What follows belongs to an exercise in optimizing a design on an open flow for small area and a short achievable clock period; a production flow would make more cautious choices.
Where RTL was checked, it was by simulation tests only, not by an equivalence proof against the original.
No activity file was given, so power comes from the tool's default toggle rates.

## the previous run
// mul32
module mul32 (
   input  logic        clk,
   input  logic        rst,
   input  logic        is_signed,
   input  logic [31:0] src,
   input  logic [31:0] sink,
   output logic [63:0] dest
);
For scale: roughly 3,000 cells after synthesis, about 600 flip-flops, ~130 I/O pins, roughly 36,000 um^2 of cells after synthesis.
Settings: LEC_CHECK=0, CAP_MARGIN=20, CORE_MARGIN=2, CORE_UTILIZATION=40, SETUP_SLACK_MARGIN=3.95, SLEW_MARGIN=20, SYNTH_HIERARCHICAL=1, SYNTH_MINIMUM_KEEP_SIZE=0; clock period 6.5 ns.
run.sh (not shown) runs the stock make flow with config.mk's settings and CLKGATE_MAP_FILE= SYNTH_SCRIPT=/design/flow/synth_recipe.tcl, a recipe that flattens the netlist after the stock synthesis.
Looking at the reports, the previous run completed the entire flow and the layout it produced met the timing, DRC and antenna checks.
> inputs changed (the previous run -> the current run)
-- flow/config.mk --
<<< the previous run, line 10
export CORE_UTILIZATION = 40
export SETUP_SLACK_MARGIN = 3.95
export SLEW_MARGIN = 20
>>> the current run, line 10
export CORE_UTILIZATION = 40
export SETUP_SLACK_MARGIN = 4.05
export SLEW_MARGIN = 20
Notes after the runs:
For the current run, the first element of the critical path was r2_cs[224]$_DFF_P_, unlike the previous run, where it was r2_cs[212]$_DFF_P_. Taking the previous run as the reference, in the current run global router's overall resource usage essentially unchanged, power consumption shows an increase of about 0.5%, minimum clock period after layout now smaller.
No functional check of the RTL was part of any run of this note.

========
Another version of the RTL of mul32 (not shown whole).
Size: about 2,900 cells after synthesis, about 500 flip-flops, ~130 I/O pins.
clock: 6.5 ns
lec_check: 0
cap_margin: 20
core_margin: 2
core_utilization: 40
setup_slack_margin: 4.0
slew_margin: 20
synth_hierarchical: 1
synth_minimum_keep_size: 0
Next try:
CORE_UTILIZATION = 65   (was 40)
PLACE_DENSITY = 0.75   (was default)
SETUP_SLACK_MARGIN = 3.6   (was 4.0)
Result: Sequential power came out lower by about 4%; die area shrinks by 38%; total power goes down by 5.5%; fmax went down by 5.7%; via count grows by about 0.56%; first-iteration DRC count rises by about 11%; sequential share of layout area goes up by 2.7 points; combinational power shrinks by about 6%.
Next try:
CORE_UTILIZATION = 40   (was 65)
PLACE_DENSITY = default   (was 0.75)
- routed wire length decreases by 2.2%
- total power decreases by 5.0%
- fmax increases by about 2.5%
- cell area increases by 1.1%
- sequential share of layout area decreases by 0.20 points
- die area increases by 61%
- synthesized area is unchanged
- non-clock buffer count decreases by 13
- worst hold slack hardly moves
- sequential power is about the same
No run of this note included a check of the RTL's function; only the layout flow was run.

========
mul32, a different RTL version from the one above (not shown whole).
Size: roughly 520 flip-flops, roughly 130 I/O pins, ~0.035 mm² of cells after synthesis.
==> flow/config.mk <==
export PLATFORM = sky130hd
export DESIGN_NAME = mul32
export DESIGN_NICKNAME = mul32
export VERILOG_FILES = /design/flow/design.v
export SDC_FILE = /design/flow/constraint.sdc
export NUM_CORES = 4
export LEC_CHECK = 0
export CAP_MARGIN = 20
export CORE_MARGIN = 2
export CORE_UTILIZATION = 40
export CTS_BUF_LIST = sky130_fd_sc_hd__clkbuf_8
export CTS_CLUSTER_SIZE = 20
export SETUP_SLACK_MARGIN = 3.6
export SLEW_MARGIN = 20
export SYNTH_HIERARCHICAL = 1
export SYNTH_MINIMUM_KEEP_SIZE = 0
==> flow/constraint.sdc <==
create_clock -name core_clock -period 6.5 [get_ports {clk}]
set_input_delay 1.3000 -clock core_clock [delete_from_list [all_inputs] [get_ports {clk}]]
set_output_delay 1.3000 -clock core_clock [all_outputs]
set_load 0.01 [all_outputs]
Edit:
CTS_BUF_LIST = default   (was sky130_fd_sc_hd__clkbuf_8)
CTS_CLUSTER_SIZE = default   (was 20)
The changed run completed with no timing, DRC or antenna violations.
Utilization barely changes.
Via count falls by 0.48%.
Routed wire length hardly moves.
Non-clock buffer count stays the same.
Design area stays flat.
Combinational power is about the same.
Sequential cell count stays the same.
Worst hold slack gains 0.0051 ns.
Final cell count falls by 1.2%.
Global-route usage falls by 0.20 points.

========
Another version of the RTL of mul32 (not shown whole).
Size in the first run: ~2900 cells after synthesis, about 600 flip-flops.
export LEC_CHECK = 0
export CAP_MARGIN = 20
export CORE_MARGIN = 2
export CORE_UTILIZATION = 40
export CTS_CLUSTER_DIAMETER = 100
export CTS_CLUSTER_SIZE = 25
export SETUP_SLACK_MARGIN = 4.05
export SLEW_MARGIN = 20
export SYNTH_HIERARCHICAL = 1
export SYNTH_MINIMUM_KEEP_SIZE = 0
export TNS_END_PERCENT = 30
create_clock -name core_clock -period 6.5 [get_ports {clk}]
The baseline finished clean.
Edit:
- CAP_MARGIN: 20 -> 5
- SLEW_MARGIN: 20 -> 5
- TNS_END_PERCENT: 30 -> unset
=> Synthesized cell count stays the same; routed wire length hardly moves; global-route usage stays the same; power stays flat; non-clock buffer count grows by 1; via count is higher by 0.37%.
Edit:
- CAP_MARGIN: 5 -> 20
- CTS_CLUSTER_SIZE: 25 -> 30
- SLEW_MARGIN: 5 -> 20
The changed run passed the timing, DRC and antenna checks.
Sequential power barely changes.
Design area climbs slightly.
Maximum frequency stays flat.
Routed wire length is about the same.
Clock power stays flat.
Total power is higher slightly.
Register-to-register slack degrades by 0.02 ns.
Die area stays the same.
Edit:
- CORE_UTILIZATION: 40 -> 55
- CTS_CLUSTER_DIAMETER: 100 -> unset
- CTS_CLUSTER_SIZE: 30 -> unset
- PLACE_DENSITY: unset -> 0.65
Outcome: Final cell count goes down by 6.1%. Power goes up by 8.0%. Worst hold slack loses 0.018 ns. Via count goes up by 6.2%. Setup slack loses 0.058 ns. Critical path depth goes down by 1. Design area goes up by 1.9%. Register-to-register slack loses 0.06 ns. Non-clock buffer count goes down by 27.
Edit:
- CORE_UTILIZATION: 55 -> 40
- PLACE_DENSITY: 0.65 -> unset
- SETUP_SLACK_MARGIN: 4.05 -> 4.2
Result: The changed run ran to the end with no violations; core utilization went down by 15 points; maximum frequency is higher by 3.7%; clock skew hardly moves; count of clock-buffer cells in the layout decreases by 7; setup slack improves by 0.088 ns; design area increases by 4.4%; final cell count goes up by 8.7%.
Edit:
- CTS_CLUSTER_DIAMETER: unset -> 100
- CTS_CLUSTER_SIZE: unset -> 25
- SETUP_SLACK_MARGIN: 4.2 -> 4.05
Worst setup slack got worse by 0.034 ns.
Clock skew is about the same.
Via count falls by about 2%.

========
Starting RTL as in the previous note.
export LEC_CHECK = 0
export CAP_MARGIN = 20
export CORE_MARGIN = 2
export CORE_UTILIZATION = 40
export CTS_CLUSTER_DIAMETER = 100
export CTS_CLUSTER_SIZE = 25
export SETUP_SLACK_MARGIN = 4.12
export SLEW_MARGIN = 20
export SYNTH_HIERARCHICAL = 1
export SYNTH_MINIMUM_KEEP_SIZE = 0
create_clock -name core_clock -period 6.5 [get_ports {clk}]
The starting point ran to the end with no violations.
Edit:
--- a/flow/config.mk
+++ b/flow/config.mk
@@ -9,7 +9,5 @@
 export CORE_MARGIN = 2
 export CORE_UTILIZATION = 40
-export CTS_CLUSTER_DIAMETER = 100
-export CTS_CLUSTER_SIZE = 25
-export SETUP_SLACK_MARGIN = 4.12
+export SETUP_SLACK_MARGIN = 4.05
 export SLEW_MARGIN = 20
 export SYNTH_HIERARCHICAL = 1
=>
- design area rose by 2.8%
- sequential share of layout area fell by 1.0 points
- die area stays the same
- clock skew hardly moves
Edit:
--- a/flow/config.mk
+++ b/flow/config.mk
@@ -9,4 +9,6 @@
 export CORE_MARGIN = 2
 export CORE_UTILIZATION = 40
+export CTS_CLUSTER_DIAMETER = 60
+export CTS_CLUSTER_SIZE = 30
 export SETUP_SLACK_MARGIN = 4.05
 export SLEW_MARGIN = 20
What happened: The new run passed the timing, DRC and antenna checks. Worst setup slack stays flat. Sequential power is about the same. Area after synthesis does not change.
Edit:
--- a/flow/config.mk
+++ b/flow/config.mk
@@ -9,6 +9,6 @@
 export CORE_MARGIN = 2
 export CORE_UTILIZATION = 40
-export CTS_CLUSTER_DIAMETER = 60
-export CTS_CLUSTER_SIZE = 30
+export CTS_CLUSTER_DIAMETER = 130
+export CTS_CLUSTER_SIZE = 32
 export SETUP_SLACK_MARGIN = 4.05
 export SLEW_MARGIN = 20
=> Count of clock-buffer cells in the layout falls by 32. Routed wire length fell by 1.2%. First-iteration DRC count went up by 1.0%. Synthesized cell count does not change. Register-to-register slack hardly moves. Sequential power barely changes. Die area is unchanged. Core utilization shrinks by 1.5 points.

## port drivers added, routing unchanged
No port has a modelled driver above. Below, the same layouts with a new extraction and two added sets of constraints. Step 1 assumes that a clkbuf_16 drives the clock port and a buf_2 every other input. Step 2 also shifts input and output timing later by t, the mid clock arrival at the registers, as if the neighbouring blocks saw the same clock. a / b / c = no drivers / after step 1 / after step 2; a / b = the first two.
run | shift t [ns] | setup slack, ns | slew at the worst register clock pin (ns) | worst data-port slew with drivers (ns)
the previous run | 0.673 | 3.968 / 3.930 / 3.600 | 0.06 / 0.06 | 0.05
the current run | 0.671 | 3.973 / 3.973 / 3.608 | 0.06 / 0.06 | 0.05
the first run of note 2 | 0.706 | 3.692 / 3.692 / 3.356 | 0.06 / 0.06 | 0.07
the second run of note 2 | 0.682 | 3.520 / 3.520 / 3.210 | 0.07 / 0.07 | 0.05
the third run of note 2 | 0.704 | 3.593 / 3.593 / 3.247 | 0.07 / 0.07 | 0.05
the first run of note 3 | 0.762 | 3.618 / 3.618 / 3.391 | 0.07 / 0.07 | 0.06
the second run of note 3 | 0.686 | 3.623 / 3.613 / 3.386 | 0.06 / 0.06 | 0.06
the first run of note 4 | 0.687 | 4.069 / 4.004 / 3.679 | 0.10 / 0.10 | 0.05
the second run of note 4 | 0.687 | 4.065 / 4.003 / 3.679 | 0.10 / 0.10 | 0.05
the third run of note 4 | 0.684 | 4.070 / 4.017 / 3.685 | 0.12 / 0.12 | 0.05
the fourth run of note 4 | 0.659 | 4.011 / 4.011 / 3.643 | 0.07 / 0.07 | 0.05
the fifth run of note 4 | 0.679 | 4.099 / 4.038 / 3.814 | 0.07 / 0.07 | 0.06
the sixth run of note 4 | 0.687 | 4.065 / 4.003 / 3.679 | 0.10 / 0.10 | 0.05
the first run of note 5 | 0.688 | 4.067 / 4.003 / 3.674 | 0.10 / 0.10 | 0.05
the second run of note 5 | 0.681 | 4.080 / 4.023 / 3.667 | 0.07 / 0.07 | 0.05
the third run of note 5 | 0.682 | 4.077 / 4.024 / 3.678 | 0.10 / 0.10 | 0.05
the fourth run of note 5 | 0.662 | 4.081 / 4.017 / 3.680 | 0.12 / 0.12 | 0.05
After both steps setup and hold are still met in every run listed. The setup slack of the second run of note 5, which loses most, moves by -0.057 ns with the drivers and by -0.413 ns with both steps.
